This is an optimization exercise on Yosys and OpenROAD, whose aim is small area, a short achievable clock period and few clock cycles per item, not a production implementation. Only simulation tests tie the RTL to the original design; equivalence was not proved.

==> inputs of job 3403 <==
// particle_force_euler_step
module particle_force_euler_step #(
    parameter int unsigned FRAC_BITS = 16
) (
    input  logic          aclk,
    input  logic          aresetn,
    input  logic          s_tvalid,
    output logic          s_tready,
    input  logic [87:0]   s_tdata,
    input  logic [1:0]    s_tuser,
    output logic          m_tvalid,
    input  logic          m_tready,
    output logic [159:0]  m_tdata,
    output logic [0:0]    m_tuser,
    input  logic          cfg_wr_en,
    input  logic [2:0]    cfg_addr,
    input  logic [31:0]   cfg_wdata
);
export LEC_CHECK = 0
export CAP_MARGIN = 20
export CORE_MARGIN = 2
export CORE_UTILIZATION = 40
export SETUP_SLACK_MARGIN = 5
export SLEW_MARGIN = 30
create_clock -name core_clock -period 12.0 [get_ports {aclk}]
run.sh (not shown) runs the stock make flow with config.mk's settings and CLKGATE_MAP_FILE= SYNTH_SCRIPT=/design/flow/synth_recipe.tcl, a recipe that flattens the netlist after the stock synthesis.
==> job 2656: changes against job 3403 <==
--- a/flow/design.v
+++ b/flow/design.v
@@ -217,59 +217,67 @@
         end
     end
     logic [63:0] macx, macy;
     assign macx = mac_add(basex, r1x, r0x, inv);
     assign macy = mac_add(basey, r1y, r0y, inv);
-    logic [32:0] d1ax, d1bx, d1tx, d1ay, d1by, d1ty;
-    logic [30:0] dr1x, dr1y, dr2x, dr2y;
-    logic [31:0] x2x, x2y;
-    logic [32:0] t2x, t2y;
+    logic [32:0] m3_r;            
+    logic [63:0] m3_sum;
+    assign m3_sum = bk_add({33'd0, m_div}, {32'd0, m_div, 1'b0});
+    always_ff @(posedge aclk) m3_r <= m3_sum[32:0];
+    logic [32:0] xqx, xqy;
+    logic [34:0] d1ax, d1bx, d1tx, d1ay, d1by, d1ty, t2x, t3x, t2y, t3y;
+    logic [1:0]  qx, qy;
+    logic [30:0] drx, dry;
     always_comb begin
+        xqx = {wx_r[62:32], wx_r[31:30]};
+        xqy = {wy_r[62:32], wy_r[31:30]};
         if (s_f) begin
-            d1ax = coll_r ? 33'd0 : wx_r[48:16];
-            d1bx = coll_r ? wx_r[48:16] : {wind_r[31], wind_r};
-            d1ay = coll_r ? 33'd0 : wy_r[48:16];
-            d1by = coll_r ? wy_r[48:16] : {grav_r[31], grav_r};
+            d1ax = coll_r ? 35'd0 : {{2{wx_r[48]}}, wx_r[48:16]};
+            d1bx = coll_r ? {{2{wx_r[48]}}, wx_r[48:16]} : {{3{wind_r[31]}}, wind_r};
+            d1ay = coll_r ? 35'd0 : {{2{wy_r[48]}}, wy_r[48:16]};
+            d1by = coll_r ? {{2{wy_r[48]}}, wy_r[48:16]} : {{3{grav_r[31]}}, grav_r};
         end else if (s_fs) begin
-            d1ax = 33'd0;
-            d1bx = wx_r[32:0];
-            d1ay = 33'd0;
-            d1by = wy_r[32:0];
+            d1ax = 35'd0;
+            d1bx = {{2{wx_r[32]}}, wx_r[32:0]};
+            d1ay = 35'd0;
+            d1by = {{2{wy_r[32]}}, wy_r[32:0]};
         end else begin
-            d1ax = {1'b0, wx_r[62:32], wx_r[31]};
-            d1bx = {2'b00, m_div};
-            d1ay = {1'b0, wy_r[62:32], wy_r[31]};
-            d1by = {2'b00, m_div};
+            d1ax = {2'b00, xqx};
+            d1bx = {4'd0, m_div};
+            d1ay = {2'b00, xqy};
+            d1by = {4'd0, m_div};
         end
         d1tx = d1ax - d1bx;
         d1ty = d1ay - d1by;
-        dr1x = d1tx[32] ? d1ax[30:0] : d1tx[30:0];
-        dr1y = d1ty[32] ? d1ay[30:0] : d1ty[30:0];
-        x2x  = {dr1x, wx_r[30]};
-        x2y  = {dr1y, wy_r[30]};
-        t2x  = {1'b0, x2x} - {2'b00, m_div};
-        t2y  = {1'b0, x2y} - {2'b00, m_div};
-        dr2x = t2x[32] ? x2x[30:0] : t2x[30:0];
-        dr2y = t2y[32] ? x2y[30:0] : t2y[30:0];
+        t2x  = {2'b00, xqx} - {3'd0, m_div, 1'b0};
+        t2y  = {2'b00, xqy} - {3'd0, m_div, 1'b0};
+        t3x  = {2'b00, xqx} - {2'b00, m3_r};
+        t3y  = {2'b00, xqy} - {2'b00, m3_r};
+        qx   = {~t2x[34], ~t3x[34] | (~d1tx[34] & t2x[34])};
+        qy   = {~t2y[34], ~t3y[34] | (~d1ty[34] & t2y[34])};
+        drx  = !t3x[34] ? t3x[30:0] : !t2x[34] ? t2x[30:0] : !d1tx[34] ? d1tx[30:0] : xqx[30:0];
+        dry  = !t3y[34] ? t3y[30:0] : !t2y[34] ? t2y[30:0] : !d1ty[34] ? d1ty[30:0] : xqy[30:0];
     end
     logic fsmall;
     assign fsmall = coll_r || (smallp(wx_r) && smallp(wy_r) && small32(wind_r) && small32(grav_r));
     logic [31:0] fmagx, fmagy;
-    assign fmagx = d1tx[32] ? macx[31:0] : d1tx[31:0];
-    assign fmagy = d1ty[32] ? macy[31:0] : d1ty[31:0];
+    assign fmagx = d1tx[34] ? macx[31:0] : d1tx[31:0];
+    assign fmagy = d1ty[34] ? macy[31:0] : d1ty[31:0];
+    logic fwr;            
+    assign fwr = (s_f && fsmall) || s_fs;
     function automatic logic [33:0] force_mag(input logic [63:0] f, input logic [32:0] negf);
         logic hi, lo;
         logic [31:0] mag;
         hi = ~f[63] & (f[62:31] != 32'd0);
         lo = f[63] & (f[62:31] != 32'hFFFF_FFFF);
         if (!f[63]) mag = hi ? 32'h7FFF_FFFF : f[31:0];
         else        mag = lo ? 32'h8000_0000 : negf[31:0];
         force_mag = {hi | lo, f[63], mag};
     endfunction
     logic [33:0] fsx, fsy;
-    assign fsx = force_mag(wx_r, d1tx);
-    assign fsy = force_mag(wy_r, d1ty);
+    assign fsx = force_mag(wx_r, d1tx[32:0]);
+    assign fsy = force_mag(wy_r, d1ty[32:0]);
     logic fastx, fasty;
     assign fastx = (wx_r[55:32] & fmask) == 24'd0;
     assign fasty = (wy_r[55:32] & fmask) == 24'd0;
     logic vsmall;
     assign vsmall = small32(vx_r) && small32(vy_r) && smallp(wx_r) && smallp(wy_r);
@@ -290,25 +298,31 @@
     logic [63:0] ssum;
     logic        skip16, skip20;
     assign ssum   = bk_add(wx_r, wy_r);
     assign skip16 = (wx_r[63:47] == 17'd0) && (wy_r[63:47] == 17'd0);
     assign skip20 = (wx_r[63:43] == 21'd0) && (wy_r[63:43] == 21'd0);
-    logic [35:0] sx1, sx2, st1, st2;
-    logic [36:0] sd1, sd2;
-    logic [35:0] sr1, sr2;
-    logic [31:0] sq1, sq2;
+    logic [33:0] zr_r;
+    logic [37:0] sxq;
+    logic [38:0] ss1, ss2, ss3;
+    logic [1:0]  sdg;
+    logic [35:0] sr2;
+    logic [31:0] sq2;
+    logic [35:0] zn;
     always_comb begin
-        sx1 = {ax_r[33:0], wx_r[63:62]};
-        st1 = {2'b00, spd_r, 2'b01};
-        sd1 = {1'b0, sx1} - {1'b0, st1};
-        sr1 = sd1[36] ? sx1 : sd1[35:0];
-        sq1 = {spd_r[30:0], ~sd1[36]};
-        sx2 = {sr1[33:0], wx_r[61:60]};
-        st2 = {2'b00, sq1, 2'b01};
-        sd2 = {1'b0, sx2} - {1'b0, st2};
-        sr2 = sd2[36] ? sx2 : sd2[35:0];
-        sq2 = {sq1[30:0], ~sd2[36]};
+        sxq = {ax_r[33:0], wx_r[63:60]};
+        ss1 = {1'b0, sxq} - {4'd0, spd_r, 3'b001};
+        ss2 = {1'b0, sxq} - {3'd0, spd_r, 4'b0100};
+        ss3 = {1'b0, sxq} - {2'd0, zr_r, 3'b001};
+        sdg = {~ss2[38], ~ss3[38] | (~ss1[38] & ss2[38])};
+        sr2 = !ss3[38] ? ss3[35:0] : !ss2[38] ? ss2[35:0] : !ss1[38] ? ss1[35:0] : sxq[35:0];
+        sq2 = {spd_r[29:0], sdg};
+        case (sdg)
+            2'd0:    zn = {zr_r - 34'd1, 2'b01};
+            2'd1:    zn = {zr_r, 2'b00};
+            2'd2:    zn = {zr_r, 2'b11};
+            default: zn = {zr_r + 34'd1, 2'b10};
+        endcase
     end
     always_ff @(posedge aclk) begin
         if (!aresetn) begin
             mass_r   <= 31'(1 << FRAC_BITS);
             mzero_r  <= 1'b0;
@@ -534,38 +548,32 @@
                 wy_r <= macy;
             end
             if (s_f) begin
                 ax_r <= '0;
                 ay_r <= '0;
-                if (fsmall) begin
-                    wx_r     <= {8'd0, fmagx, 24'd0};
-                    wy_r     <= {8'd0, fmagy, 24'd0};
-                    negx_r   <= ~d1tx[32];
-                    negy_r   <= ~d1ty[32];
-                    dfirst_r <= 1'b1;
-                end else begin
+                if (!fsmall) begin
                     wx_r <= macx;
                     wy_r <= macy;
                 end
             end
-            if (s_fs) begin
-                wx_r     <= {8'd0, fsx[31:0], 24'd0};
-                wy_r     <= {8'd0, fsy[31:0], 24'd0};
-                negx_r   <= fsx[32];
-                negy_r   <= fsy[32];
-                if (fsx[33] | fsy[33]) sat_r <= 1'b1;
+            if (fwr) begin
+                wx_r     <= {8'd0, s_fs ? fsx[31:0] : fmagx, 24'd0};
+                wy_r     <= {8'd0, s_fs ? fsy[31:0] : fmagy, 24'd0};
+                negx_r   <= s_fs ? fsx[32] : ~d1tx[34];
+                negy_r   <= s_fs ? fsy[32] : ~d1ty[34];
                 dfirst_r <= 1'b1;
             end
+            if (s_fs && (fsx[33] | fsy[33])) sat_r <= 1'b1;
             if (s_div) begin
                 if (!div_go) begin
                     wx_r <= {10'd0, wx_r[63:10]};
                     wy_r <= {10'd0, wy_r[63:10]};
                 end else begin
-                    wx_r <= {1'b0, dr2x, wx_r[29:0], 2'b00};
-                    wy_r <= {1'b0, dr2y, wy_r[29:0], 2'b00};
-                    ax_r <= {ax_r[33:0], ~d1tx[32], ~t2x[32]};
-                    ay_r <= {ay_r[31:0], ~d1ty[32], ~t2y[32]};
+                    wx_r <= {1'b0, drx, wx_r[29:0], 2'b00};
+                    wy_r <= {1'b0, dry, wy_r[29:0], 2'b00};
+                    ax_r <= {ax_r[33:0], qx};
+                    ay_r <= {ay_r[31:0], qy};
                 end
             end
             if (s_ax) begin
                 if (asat_x | asat_y) sat_r <= 1'b1;
             end
@@ -585,15 +593,17 @@
             end
             if (s_sum) begin
                 wx_r  <= skip20 ? {ssum[43:0], 20'd0} : skip16 ? {ssum[47:0], 16'd0} : ssum;
                 ax_r  <= '0;
                 spd_r <= '0;
+                zr_r  <= 34'd1;
             end
             if (s_sqrt) begin
                 wx_r  <= {wx_r[59:0], 4'd0};
                 ax_r  <= sr2;
                 spd_r <= sq2;
+                zr_r  <= zn[33:0];
                 if (cnt0 && sq2[31]) begin
                     spd_r <= 32'h7FFF_FFFF;
                     sat_r <= 1'b1;
                 end
             end
==> reports/metrics.cfg <==
[cells_and_area]
antenna_cells=67
multi_input_area_share=0.645

[drt]
firstDrtPassIters=11
drt_iter0_markers=18477

[sta]
fin_hold_ws_ns=0.467

[status]
status=no timing/DRC/antenna violations

That was job 3403.
==> reports/metrics.cfg <==
[cells_and_area]
multi_input_area_share=0.657

[drt]
firstDrtPassIters=9

[sta]
fin_hold_ws_ns=0.450

[status]
status=no timing/DRC/antenna violations

[floorplanning]
design.core.area_um2=217000

[synth]
synthAdderAreaFrac=0.142

That was job 2656.
Testbench counts of job 3403, summed over its fixed seeds: cycles 111,121, items 2,880.
Testbench counts of job 2656, summed over its fixed seeds: cycles 111,121, items 2,880.

port drivers added, routing unchanged:
The results above use ideal ports. As a check the final layouts listed here were re-extracted and re-timed, cells and wires unchanged.
Step 1: set_driving_cell puts a clkbuf_16 on aclk and a buf_2 on each other input, an assumption about the parent block.
Step 2 adds t to the input delays and takes it off the output delays; t is the mean of the earliest and latest rising clock arrival at the registers after step 1. Input paths then give back, and output paths get back, about the clock's delay inside the block.
a / b / c = no drivers / after step 1 / after step 2; a / b = the first two.
| run | t, ns | slack for setup (ns) | worst hold slack (ns) | worst register clock-pin slew, ns |
|---|---|---|---|---|
| job 3403 | 0.902 | 4.399 / 4.399 / 4.399 | 0.467 / 0.467 / 0.467 | 0.08 / 0.08 |
| job 2656 | 0.942 | 4.358 / 4.358 / 4.358 | 0.450 / 0.450 / 0.450 | 0.07 / 0.07 |
After both steps every run listed still meets setup and hold.
